From an optimization exercise on the open Yosys and OpenROAD flow, aimed at small area, a short achievable clock period and few clock cycles per item; shortcuts taken in it are not production practice.
The RTL was checked by simulation tests, not by an equivalence proof against the original design.

**flow/config.mk**
```make
export PLATFORM = sky130hd
export DESIGN_NAME = dmme_top
export DESIGN_NICKNAME = dmme_top
export VERILOG_FILES = /design/flow/design.v
export SDC_FILE = /design/flow/constraint.sdc
export NUM_CORES = 4
export LEC_CHECK = 0
export CAP_MARGIN = 20
export CORE_MARGIN = 2
export CORE_UTILIZATION = 40
export PLACE_DENSITY = 0.6
export SLEW_MARGIN = 20
```
**flow/constraint.sdc**
```tcl
create_clock -name core_clock -period 7.0 [get_ports {clk_in}]
set_input_delay 1.4000 -clock core_clock [delete_from_list [all_inputs] [get_ports {clk_in}]]
set_output_delay 1.4000 -clock core_clock [all_outputs]
set_load 0.01 [all_outputs]
```
**flow/design.v**
```verilog
package dmme_data_pkg;
    localparam int unsigned elem_w = 8;
    localparam int unsigned acc_w = 18;
    localparam int unsigned dim = 2;
    typedef logic [elem_w-1:0] elem_t;
    typedef logic [acc_w-1:0]  acc_t;
endpackage
package dmme_ctrl_pkg;
    typedef enum logic [1:0] {
        idle = 2'd0,
        mac  = 2'd1,
        done = 2'd2
    } ctrl_state_t;
    localparam int unsigned mac_cycles = 2 + 2 - 1 + 1;
endpackage
`timescale 1ns/1ps
module dmme_top (
    input  logic  clk_in,
    input  logic  rst,
    input  logic  req,
    output logic  ack,
    input  dmme_data_pkg::elem_t a00,
    input  dmme_data_pkg::elem_t a01,
    input  dmme_data_pkg::elem_t a10,
    input  dmme_data_pkg::elem_t a11,
    input  dmme_data_pkg::elem_t b00,
    input  dmme_data_pkg::elem_t b01,
    input  dmme_data_pkg::elem_t b10,
    input  dmme_data_pkg::elem_t b11,
    output dmme_data_pkg::acc_t  c00,
    output dmme_data_pkg::acc_t  c01,
    output dmme_data_pkg::acc_t  c10,
    output dmme_data_pkg::acc_t  c11
);
    dmme_data_pkg::elem_t a00_q, a01_q, a10_q, a11_q;
    dmme_data_pkg::elem_t b00_q, b01_q, b10_q, b11_q;
    always_ff @(posedge clk_in or negedge rst) begin
        if (!rst) begin
            ack <= 1'b0;
        end else begin
            ack <= req;
        end
    end
    always_ff @(posedge clk_in) begin
        a00_q <= a00;
        a01_q <= a01;
        a10_q <= a10;
        a11_q <= a11;
        b00_q <= b00;
        b01_q <= b01;
        b10_q <= b10;
        b11_q <= b11;
    end
    assign c00 = dmme_data_pkg::acc_t'(a00_q) * dmme_data_pkg::acc_t'(b00_q)
               + dmme_data_pkg::acc_t'(a01_q) * dmme_data_pkg::acc_t'(b10_q);
    assign c01 = dmme_data_pkg::acc_t'(a00_q) * dmme_data_pkg::acc_t'(b01_q)
               + dmme_data_pkg::acc_t'(a01_q) * dmme_data_pkg::acc_t'(b11_q);
    assign c10 = dmme_data_pkg::acc_t'(a10_q) * dmme_data_pkg::acc_t'(b00_q)
               + dmme_data_pkg::acc_t'(a11_q) * dmme_data_pkg::acc_t'(b10_q);
    assign c11 = dmme_data_pkg::acc_t'(a10_q) * dmme_data_pkg::acc_t'(b01_q)
               + dmme_data_pkg::acc_t'(a11_q) * dmme_data_pkg::acc_t'(b11_q);
endmodule
```
**flow/run.sh**
```bash
#!/bin/bash
# synth_recipe.tcl (not shown) runs the flow's synth.tcl, then flattens the netlist and writes it again
# the make line also repeats each setting of config.mk as NAME=value (left out here)
make -C /OpenROAD-flow-scripts/flow DESIGN_CONFIG=/design/flow/config.mk WORK_HOME=/design/flow/orfs CLKGATE_MAP_FILE= SYNTH_SCRIPT=/design/flow/synth_recipe.tcl finish
```
==> impl_results.md, run 1 <==
- Status: finished with violations
- Layout Check Fails: setup timing
- Area delta synth->final: 29.7%
- Final Max Slew Viols: 0
- Cell taking the most area after synthesis: fa_1
- Drt wl/cell: 15.8 microns
- First-pass GRT wire length: 81.3 mm
- Via/cell ratio: 4.77
- Synth Register Bits: 65
- Die height: 222 microns
- Max-cap violations: 0
- CP Capture Type: output pin
- Row cnt: 79
- Final GP Congestion: 0.848
- Clk slew on worst S/H paths: roughly 80 ps
- H-tree Lvls: 3
- Cts bufs inserted: 9
- Vias in the first global route: around 17k
- Grt ovf: 0
- Largest net degree at the start of global routing: 17
- CP arrival: 5740 ps
- Critical path startpoint category: flip-flop
- Final-report setup violation count: 13
- Final WS setup: -137 ps
- Drt total wl: 48.3 mm
- Core area: 0.0467 sq mm
- Area contributors post-synth: fa_1 (41%), ha_1 (17%), and2_1 (11%)
- Most common cell after layout, fill and taps aside: inv_1
- Routed wl met3: 2.18 mm
- CTS tree: yes
- Max FO, Critical Path: 6
- Detailed Routing Iterations Pass 1: 17
- Fraction of layout instances using a drive strength above 1: 0.238
- Final period util: 1.02
- Initial antenna violation count: 1
- Dpl hpwl: 40.1 mm
- Endpoints failing hold: 0
- Most frequent cells in the layout: inv_1 (504), fa_1 (373), and2_1 (311), ha_1 (236), buf_4 (234)
- Initial Utilization: 0.406
- Worst Tran Pin Value: between 600 and 700 ps
- Fillers: 4,313
- Mapped cell area: 0.0190 sq mm
- Clock Sinks: 65
- Die width: 222 microns
- Post-DP Area: 0.0228 sq mm
- Clock Tree Buf Depth: 2
- Register area share after synthesis: 0.0689
- DR DRC count: 0
- Worst Hold Class: in2async
- M1 wire length: about 20 mm
- Critical Path RT: 5600 ps
- DRT iter0 DRCs: 523
- GRT Util Overall: 0.208
- DR top layer: met4
- CTS root buffer: clkbuf_16
- Async S/R FF share, synth: 0.0154
- Fmax: 0.140 GHz
- Final ANT Viol Nets: 0
- Yosys top cell area share: 0.410
- EDFF count, synth: 0
- RSZ-0062 raised after global routing: yes
- Routed via count: 14.6k
- Cells after synthesis: 2,073
- Slew margin rel.: 0.549
- Avg Inst Size Synth: 9.15 sq um
- WHS: about 1100 ps
- Setup Crit Path Kind: reg2out
- Yosys warns: 1
- Post-layout min period: 7140 ps
- Die ar.: 0.0492 sq mm
- Met2 wire len: 25.3 mm
- Setup WS pre-CTS: -413 ps
- Synth Flop Type: dfxtp_1
- Fin Setup TNS: -605 ps
- Final instance area: ~0.025 sq mm
- Buffers added on ports: 135
- I/O pins: 140
- Nets: 3,159
- Synth cell types: 46
==> path summary, 6_finish.rpt <==
path	cells after the start	to	from	slack, ps
max	18	c11[13]	a10_q[3]	-140
min	1	ack	rst	1130
max in group asynchronous	1	ack	rst	5770
min in group core_clock	1	a10_q[0]	a10[0]	1430
==> synth_stat cells, types with 2 or more instances <==
master	instances
o21a_1	2
nand3_1	5
nor3_1	6
buf_4	4
a211o_1	2
o211ai_1	3
inv_1	536
nand2_1	194
a221o_1	2
nand4_1	4
ha_1	260
a31oi_1	8
or2_2	4
o21ai_0	22
dfxtp_1	64
and3_1	6
o31ai_1	4
o21bai_1	7
nor2_1	8
nand2b_1	4
a21oi_1	41
a21o_1	13
xor2_1	20
a211oi_1	7
xnor2_1	32
nor2b_1	5
and2_1	339
clkbuf_1	66
fa_1	388
==> layer usage <==
layer	vias up	GRT usage
li1	6842	-
met1	7424	0.251
met2	255	0.379
met3	65	0.0376
met4	0	0.0582
met5	-	0
==> kinds of logic (layout without fill, tap and decap cells) <==
group | Yosys count | count (layout) | share of synthesized area
other | 1 | 5 | 0.000198
adder cells (fa/ha/maj) | 648 | 648 | 0.581
buffers and inverters | 606 | 979 | 0.121
XOR/XNOR | 52 | 52 | 0.0240
AND/OR/NAND/NOR | 577 | 577 | 0.163
multiplexers | 1 | 1 | 0.000528
AO/OA/AOI/OAI | 123 | 123 | 0.0411
flip-flops | 65 | 65 | 0.0689
==> state kept, by name (all words and copies together), names as in the netlist <==
register,flops
a10_q,8
ack,1
b11_q,8
b10_q,8
a11_q,8
a00_q,8
b01_q,8
a01_q,8
b00_q,8
==> layout make-up <==
type	count	area, sq um	area share
clock inverter	6	116	0.00473
sequential	65	1480	0.0600
clock buffer	10	229	0.00931
tap	607	759	0.0309
antenna	1	2.50	0.000102
timing repair buffer	427	3710	0.151
inverter	536	2010	0.0819
multi-input combinational	1405	16300	0.662
==> stage by stage <==
stage	util	instances
global placement	0.488	2984
detailed placement	0.488	2984
CTS	0.515	3041
global route	0.527	3057
floorplan	-	2076
finish	0.527	3057
==> worst max-delay path, cell delays in order (launching register included) <==
cell and delay [ps]:
dfxtp_4 420, buf_8 150, nand2_4 50, fa_1 550, fa_1 440, fa_1 510
inv_1 50, fa_1 470, fa_1 490, fa_1 540, ha_4 210, a211o_1 310
a21oi_2 140, o31ai_2 90, buf_4 150, a221o_1 310, a21oi_2 140, xnor2_1 140
buf_2 160
==> what timing repair did <==
item / 4_1_cts / 5_1_grt
hold buffers: 0 / 0
resized for setup: 370 / 153
endpoints found under the setup margin: 42 / 38
setup buffers: 41 / 18
pin swaps: 110 / 102
Testbench counts, summed over its fixed seeds: cycles 3,200, jobs 1,600.
==> run 2: changes to the inputs <==
==> flow/design.v (replaced) <==
package dmme_data_pkg;
    localparam int unsigned elem_w = 8;
    localparam int unsigned acc_w = 18;
    localparam int unsigned dim = 2;
    typedef logic [elem_w-1:0] elem_t;
    typedef logic [acc_w-1:0]  acc_t;
endpackage
package dmme_ctrl_pkg;
    typedef enum logic [1:0] {
        idle = 2'd0,
        mac  = 2'd1,
        done = 2'd2
    } ctrl_state_t;
    localparam int unsigned mac_cycles = 2 + 2 - 1 + 1;
endpackage
`timescale 1ns/1ps
module dmme_top (
    input  logic  clk_in,
    input  logic  rst,
    input  logic  req,
    output logic  ack,
    input  dmme_data_pkg::elem_t a00,
    input  dmme_data_pkg::elem_t a01,
    input  dmme_data_pkg::elem_t a10,
    input  dmme_data_pkg::elem_t a11,
    input  dmme_data_pkg::elem_t b00,
    input  dmme_data_pkg::elem_t b01,
    input  dmme_data_pkg::elem_t b10,
    input  dmme_data_pkg::elem_t b11,
    output dmme_data_pkg::acc_t  c00,
    output dmme_data_pkg::acc_t  c01,
    output dmme_data_pkg::acc_t  c10,
    output dmme_data_pkg::acc_t  c11
);
    logic ph;   
    always_ff @(posedge clk_in or negedge rst) begin
        if (!rst) begin
            ph  <= 1'b0;
            ack <= 1'b0;
        end else begin
            ph  <= req & ~ph & ~ack;
            ack <= req & (ph | ack);
        end
    end
    dmme_data_pkg::elem_t ar0, ar1, bc0, bc1;
    always_comb begin
        ar0 = ack ? '0 : (ph ? a01 : a00);
        ar1 = ack ? '0 : (ph ? a11 : a10);
        bc0 = ph ? b10 : b00;
        bc1 = ph ? b11 : b01;
    end
    logic keep;
    assign keep = ph | ack;
    logic [16:0] acc00, acc01, acc10, acc11;
    always_ff @(posedge clk_in) begin
        acc00 <= (keep ? acc00 : 17'd0) + 17'(ar0) * 17'(bc0);
        acc01 <= (keep ? acc01 : 17'd0) + 17'(ar0) * 17'(bc1);
        acc10 <= (keep ? acc10 : 17'd0) + 17'(ar1) * 17'(bc0);
        acc11 <= (keep ? acc11 : 17'd0) + 17'(ar1) * 17'(bc1);
    end
    assign c00 = {1'b0, acc00};
    assign c01 = {1'b0, acc01};
    assign c10 = {1'b0, acc10};
    assign c11 = {1'b0, acc11};
endmodule
==> impl_results.md, run 2 <==
- Commonest cells in the synthesized netlist: inv_1 (350), fa_1 (200), nor2_1 (188), nand2_1 (155), ha_1 (152) (was inv_1 (536), fa_1 (388), and2_1 (339), ha_1 (260), nand2_1 (194))
- Initial antenna violation count: 1 (unchanged)
- Endpoints failing hold: 0 (unchanged)
- Setup WS pre-CTS: 561 ps (was -413 ps)
- Clock Latency Late Sink: 350 ps
- Final GP Congestion: 0.903 (was 0.848)
- I/O pins: 140 (unchanged)
- Fmax: 0.164 GHz (was 0.140 GHz)
- Row cnt: 64 (was 79)
- Async S/R FF share, synth: 0.0286 (was 0.0154)
- Final-report setup violation count: 0 (was 13)
- Drt total wl: 31.4 mm (was 48.3 mm)
- Slew margin rel.: 0.479 (was 0.549)
- EDFF count, synth: 0 (unchanged)
- Routed via count: 9,842 (was 14.6k)
- Worst Hold Class: reg2reg (was in2async)
- Register area share after synthesis: 0.114 (was 0.0689)
- Buffers added on ports: 135 (unchanged)
- Final Max Slew Viols: 0 (unchanged)
- Core area: 0.0306 sq mm (was 0.0467 sq mm)
- First-pass GRT wire length: 52.4 mm (was 81.3 mm)
- Setup Crit Path Kind: in2reg (was reg2out)
- Post-DP Area: 0.0143 sq mm (was 0.0228 sq mm)
- Synth Flop Type: dfxtp_1 (unchanged)
- Post-layout min period: 6090 ps (was 7140 ps)
- CTS root buffer: clkbuf_16 (unchanged)
- Final WS setup: 911 ps (was -137 ps)
- Fin Setup TNS: 0 ps (was -605 ps)
- Max FO, Critical Path: 9 (was 6)
- Final instance area: 0.0146 sq mm (was 0.0246 sq mm)
- Avg Inst Size Synth: 8.44 sq um (was 9.15 sq um)
- GRT Util Overall: 0.203 (was 0.208)
- Die height: 180 microns (was 222 microns)
- Die ar.: 0.0325 sq mm (was 0.0492 sq mm)
- DRT iter0 DRCs: 594 (was 523)
- Critical Path RT: 7240 ps (was 5600 ps)
- Most common cell after layout, fill and taps aside: inv_1 (unchanged)
- Drt wl/cell: 15.7 microns (was 15.8 microns)
- H-tree Lvls: 3 (unchanged)
- Vias in the first global route: 10.3k (was 16.6k)
- DR DRC count: 0 (unchanged)
- Via/cell ratio: 4.92 (was 4.77)
- Fillers: 3,022 (was 4,313)
- Cts bufs inserted: 9 (unchanged)
- Worst Tran Pin Value: 782 ps (was 676 ps)
- Yosys top cell area share: 0.322 (was 0.410)
- Dpl hpwl: 26.2 mm (was 40.1 mm)
- Post-CTS Setup Repair Bufs: 0 (was 41)
- CP arrival: 6330 ps (was 5740 ps)
- Area delta synth->final: 17.3% (was 29.7%)
- Clock Sinks: 70 (was 65)
- Setup Skew: 7.30 ps
- Max-cap violations: 0 (unchanged)
- Mapped cell area: 0.0124 sq mm (was 0.0190 sq mm)
- Fraction of layout instances using a drive strength above 1: 0.0524 (was 0.238)
- Util after Layout: 0.477 (was 0.527)
- Most frequent cells in the layout: inv_1 (350), fa_1 (200), nor2_1 (188), nand2_1 (155), ha_1 (152) (was inv_1 (504), fa_1 (373), and2_1 (311), ha_1 (236), buf_4 (234))
- Largest net degree at the start of global routing: 46 (was 17)
- CP Capture Type: flip-flop (was output pin)
- Clock Tree Buf Depth: 2 (unchanged)
- Initial Utilization: 0.406 (about the same)
- Synth Register Bits: 70 (was 65)
- Critical path startpoint category: input port (was flip-flop)
- Die width: 180 microns (was 222 microns)
- Nets: 2,018 (was 3,159)
- Final ANT Viol Nets: 0 (unchanged)
- Synth cell types: 63 (was 46)
- Status: finished clean (was finished with violations)
- Grt ovf: 0 (unchanged)
- Resize count post-CTS: 0 (was 370)
- Most common cell in the netlist: inv_1 (unchanged)
- Detailed Routing Iterations Pass 1: 8 (was 17)
- Final period util: 0.870 (was 1.02)
- Area contributors post-synth: fa_1 (32%), ha_1 (15%), dfxtp_1 (11%) (was fa_1 (41%), ha_1 (17%), and2_1 (11%))
- Cells after synthesis: 1,474 (was 2,073)
- Hold-fix buffers, CTS: 0 (unchanged)
- Yosys warns: 1 (unchanged)
- RSZ-0062 raised after global routing: no (was yes)
- Clk slew on worst S/H paths: 60 ps (was 80 ps)
- Cell taking the most area after synthesis: fa_1 (unchanged)
- CTS tree: yes (unchanged)
[run 2: cell count changes after synthesis, sizes merged, moves of 39 or more]
cell	change
nand2	-39
fa	-188
nor2	+180
ha	-108
and2	-301
inv	-186
[run 2: worst max-delay path: stages]
cell and delay, ps:
clkdlybuf4s50_1 400, mux2i_1 360, or2_2 340, nor2_1 90, fa_1 510, inv_1 60
fa_1 530, inv_1 50, fa_1 470, inv_1 50, fa_1 470, inv_1 40
ha_1 330, nand3_1 90, o22ai_1 280, o2111ai_1 190, a21oi_1 260, nor4b_1 90
a311o_1 320
[run 2: metal layers]
metal,up-vias,wire [microns],part of all wire,GRT usage
met5,-,0,0,0
met4,0,472,0.015,0.0439
met3,32,1920,0.061,0.0348
met2,300,14700,0.47,0.333
met1,4817,14300,0.46,0.281
li1,4693,-,-,-
[run 2: metrics by stage]
stage / hold slack [ps] / instances
3_3_place_gp: 557 / 1984
2_1_floorplan: 599 / 1477
5_1_grt: 611 / 2000
6_report: 580 / 2001
3_5_place_dp: 567 / 1984
4_1_cts: 586 / 2000
[run 2: worst paths after layout]
check / start / endpoint / slack, ps / cells past startpoint
max: a11[4] / acc11[16] / 910 / 19
min: acc00[0] / acc00[0] / 580 / 2
max reg2reg: ph / acc01[16] / 1410 / 19
min reg2reg: acc00[0] / acc00[0] / 580 / 2
max in group asynchronous: rst / ph / 5650 / 1
min in group asynchronous: rst / ack / 1210 / 1
[run 2: area by class of cell]
cell class                      instances  area [sq um]  area share
Antenna cell                            1          2.50    0.000172
Timing Repair Buffer                  161          1560       0.107
Tap cell                              396           495      0.0340
Inverter                              350          1310      0.0901
Clock inverter                          4          45.0     0.00309
Sequential cell                        70          1410      0.0969
Multi-Input combinational cell       1007          9500       0.651
Clock buffer                           12           256      0.0176
[run 2: kinds of logic (layout without fill, tap and decap cells)]
group | Yosys count | count (layout) | share of synthesized area
AND/OR/NAND/NOR | 456 | 456 | 0.160
buffers and inverters | 400 | 527 | 0.123
adder cells (fa/ha/maj) | 352 | 352 | 0.475
AO/OA/AOI/OAI | 107 | 107 | 0.0600
flip-flops | 70 | 70 | 0.114
XOR/XNOR | 50 | 50 | 0.0358
multiplexers | 38 | 38 | 0.0316
other | 1 | 5 | 0.000302
Testbench counts of run 2, summed over its fixed seeds: cycles 4,800, jobs 1,600.

afterwards: timing with drivers on the ports:
No port has a modelled driver above. Below, the same layouts with a new extraction and two added sets of constraints. Step 1 (the two cells are an assumption about what drives the block):
set clk [get_ports {clk_in}]
set_driving_cell -lib_cell sky130_fd_sc_hd__clkbuf_16 $clk
set_driving_cell -lib_cell sky130_fd_sc_hd__buf_2 [delete_from_list [all_inputs] $clk]
Step 2 moves the port delays by t, midway between the first and last clock arrival at a register: inputs arrive t later, outputs are due t later. That takes back most of the time a late clock gives input paths. Three values: ideal, step 1, step 2; two values: the first two.
run | shift t [ns] | setup WS [ns] | slew at the worst register clock pin (ns)
run 1 | 0.443 | -0.137 / -0.190 / 0.253 | 0.08 / 0.08
run 2 | 0.399 | 0.911 / 0.936 / 0.537 | 0.07 / 0.07
The setup slack of run 2, which loses most, moves by +0.025 ns with the drivers and by -0.374 ns with both steps.
